Background: an optimization exercise with open tools, aiming at small area, a short achievable clock period and few clock cycles per item. Do not read the settings as production practice.
No activity file was given, so power comes from the tool's default toggle rates.

==> flow/design.v (excerpt) <==
module source_token_scanner (
    input  logic        aclk,
    input  logic        aresetn,
    input  logic        s_valid,
    output logic        s_ready,
    input  logic [7:0]  s_char_code,
    input  logic        s_end_of_input,
    output logic        m_valid,
    input  logic        m_ready,
    output logic [4:0]  m_token_kind,
    output logic [31:0] m_start_pos,
    output logic [5:0]  m_token_length,
    output logic [30:0] m_int_value,
    output logic        m_leading_space,
    output logic        m_last_result
);
For scale: ~810 cells after synthesis, ~130 flip-flops, roughly 91 I/O pins, roughly 7200 um^2 of cells after synthesis.
clock: 5.5 ns
lec_check: 0
cap_margin: 20
core_margin: 2
core_utilization: 45
place_density: 0.65
setup_slack_margin: 2.5
slew_margin: 20
standard.sh (not shown) runs the stock make flow with config.mk's settings and CLKGATE_MAP_FILE= SYNTH_SCRIPT=/design/flow/synth_recipe.tcl, a recipe that flattens the netlist after the stock synthesis.
==> flow/flow/run.sh <==
#!/bin/bash
# The standard layout, with buf_2 cells as the port buffers in place of the
# default delay-buffer cells, and a clock tree of clkbuf_8 cells without
# dummy balancing loads. Every tool's output goes to a log file here.
set -euo pipefail
export BUFFER_PORTS_ARGS="-buffer_cell sky130_fd_sc_hd__buf_2"
export CTS_ARGS="-sink_clustering_enable -repair_clock_nets -dont_use_dummy_load -sink_clustering_size 30 -sink_clustering_max_diameter 100 -buf_list sky130_fd_sc_hd__clkbuf_8"
bash standard.sh > standard_flow.log 2>&1
The baseline passed the timing, design-rule and antenna checks.
Next try:
--- a/flow/design.v
+++ b/flow/design.v
@@ -230,46 +230,56 @@
     end
     assign digits_n = (!in_word_q || digits_q) && c_digit;
     localparam int AW = 28;
     logic          acc_keep;
     logic          acc_fresh;
     logic [1:0]    lo_sum;
     logic          lo_cout;
-    logic          lo_cout_q;
-    logic          ovf_q;
     logic [AW-1:0] ha;
     logic [AW-1:0] hb;
-    logic [AW:0]   pg_g [6];
-    logic [AW:0]   pg_p [6];
     logic [AW-1:0] hi_sum;
     logic [30:0]   prod;
     logic          ovf;
     assign acc_keep  = in_word_q && digits_q && c_digit;
     assign acc_fresh = !in_word_q && c_digit;
     assign lo_sum[0] = acc_q[0] ^ d[1];
     assign lo_sum[1] = acc_q[1] ^ d[2] ^ (acc_q[0] & d[1]);
-    assign lo_cout   = lo_cout_q;
+    assign lo_cout   = d[3] | (acc_q[1] & d[2]) | ((acc_q[1] | d[2]) & acc_q[0] & d[1]);
     assign ha        = acc_q[29:2];
     assign hb        = acc_q[27:0];
-    assign pg_g[0]   = {ha & hb, lo_cout};
-    assign pg_p[0]   = {ha ^ hb, 1'b0};
-    for (genvar l = 0; l < 5; l++) begin : g_ks
-        for (genvar j = 0; j <= AW; j++) begin : g_pos
-            if (j >= (1 << l)) begin : g_join
-                assign pg_g[l + 1][j] = pg_g[l][j] | (pg_p[l][j] & pg_g[l][j - (1 << l)]);
-                assign pg_p[l + 1][j] = pg_p[l][j] & pg_p[l][j - (1 << l)];
-            end else begin : g_pass
-                assign pg_g[l + 1][j] = pg_g[l][j];
-                assign pg_p[l + 1][j] = pg_p[l][j];
+    logic [AW:0] pg_g;
+    logic [AW:0] pg_p;
+    logic [AW:0] ng;
+    logic [AW:0] np;
+    always_comb begin
+        pg_g = {ha & hb, lo_cout};
+        pg_p = {ha ^ hb, 1'b0};
+        for (int j = 1; j <= AW; j += 2) begin
+            pg_g[j] = pg_g[j] | (pg_p[j] & pg_g[j - 1]);
+            pg_p[j] = pg_p[j] & pg_p[j - 1];
+        end
+        for (int l = 1; l < 5; l++) begin
+            ng = pg_g;
+            np = pg_p;
+            for (int j = 1; j <= AW; j += 2) begin
+                if (j >= (1 << l) + 1) begin
+                    ng[j] = pg_g[j] | (pg_p[j] & pg_g[j - (1 << l)]);
+                    np[j] = pg_p[j] & pg_p[j - (1 << l)];
+                end
             end
+            pg_g = ng;
+            pg_p = np;
+        end
+        for (int j = 2; j <= AW; j += 2) begin
+            pg_g[j] = pg_g[j] | (pg_p[j] & pg_g[j - 1]);
         end
     end
-    assign hi_sum    = pg_p[0][AW:1] ^ pg_g[5][AW-1:0];
+    assign hi_sum    = (ha ^ hb) ^ pg_g[AW-1:0];
     assign prod      = {hi_sum, lo_sum, d[0]};
-    assign ovf       = ovf_q;
+    assign ovf       = acc_q > 31'd214748364 || (acc_q == 31'd214748364 && d >= 4'd8);
     assign cmt_start = in_word_q && kw_q == KW_SLASH && c == CL_SLASH;
     assign la_gt     = !la_end && la == CL_GT;
     assign la_slash  = !la_end && la == CL_SLASH;
     assign ends      = la_end || la == CL_SPACE || la == CL_NEWLINE ||
                        la == CL_COMMA || la == CL_DOT || la == CL_LPAREN ||
                        la == CL_RPAREN || la == CL_LBRACE || la == CL_RBRACE ||
                        la == CL_COLON || la == CL_MINUS;
@@ -316,30 +326,14 @@
     assign acc_ld_fresh = ld_word && acc_fresh;
     assign acc_hold     = !ld_word && !eof_load;
     assign acc_d        = {31{acc_ld_sat}} | ({31{acc_ld_keep}} & prod) |
                           ({31{acc_hold}} & acc_q) | ({31{acc_ld_fresh}} & 31'(d));
     always_ff @(posedge aclk) begin
         acc_q <= acc_d;
     end
-    function automatic logic low_carry(input logic [1:0] a, input logic [3:0] dd);
-        low_carry = dd[3] | (a[1] & dd[2]) | ((a[1] | dd[2]) & a[0] & dd[1]);
-    endfunction
-    logic [1:0] acc_n_lo;
-    assign acc_n_lo = acc_keep ? {lo_sum[0], d[0]} : (acc_fresh ? d[1:0] : 2'd0);
-    function automatic logic next_ovf(input logic [30:0] a, input logic [3:0] dc,
-                                      input logic [3:0] dn);
-        next_ovf = a >= 31'd21474837 ||
-                   (a == 31'd21474836 && (dc >= 4'd5 || (dc == 4'd4 && dn >= 4'd8)));
-    endfunction
-    always_ff @(posedge aclk) begin
-        if (go && !la_end) begin
-            lo_cout_q <= ld_word ? low_carry(acc_n_lo, h1n_q) : low_carry(acc_q[1:0], h1n_q);
-            ovf_q     <= ld_word && acc_keep && next_ovf(acc_q, d, h1n_q);
-        end
-    end
     always_ff @(posedge aclk) begin
         if (ld_first || eof_load) begin
             start_q <= pos_q;
         end
         if (eof_load) begin
             len_q   <= 6'd0;
             kind_q  <= stt_pkg::KIND_EOF;
The changed run finished clean.
Setup slack gets worse by 0.29 ns.
Power stays flat.
Non-clock buffer count went up by 13.
Combinational power went up by about 11%.
Clock-buffer cell count stays the same.
Cell area went down by 1.0%.
Clock power went down by about 2%.
Core utilization went up by 3.1 points.
Routed wire length went down by 5.8%.
Die area went down by 4.9%.
Worst hold slack gets worse by 0.015 ns.
Register-to-register slack gets worse by 0.29 ns.
No functional check of the RTL was part of any run of this note.

## static timing again, ports no longer ideal
The flow's constraints put no driver on any port. The routed layouts listed below were extracted and timed again, unchanged, in two steps.
Step 1 sets driving cells, clkbuf_16 on the clock port and buf_2 on the other inputs (assumed; they add their load-dependent delay and slew).
Step 2 times the ports against the registers' clock, not the clock port: input delays grow and output delays shrink by t, the midpoint of the rising clock arrivals with the driver on.
Three values: ideal ports, drivers, drivers and shift; two values: the first two.
run | shift t [ns] | slack for setup (ns) | worst hold slack (ns) | worst data-port slew with drivers (ns) | cell pins on the clock port's net
the first run | 0.461 | 2.627 / 2.627 / 2.270 | 0.418 / 0.418 / 0.418 | 0.03 | 1
the second run | 0.457 | 2.333 / 2.333 / 2.321 | 0.403 / 0.403 / 0.403 | 0.03 | 1
After both steps setup and hold are still met in every run listed. For the first run, which loses most, drivers alone change the setup slack by 0.000 ns; drivers and shift together by -0.357 ns.
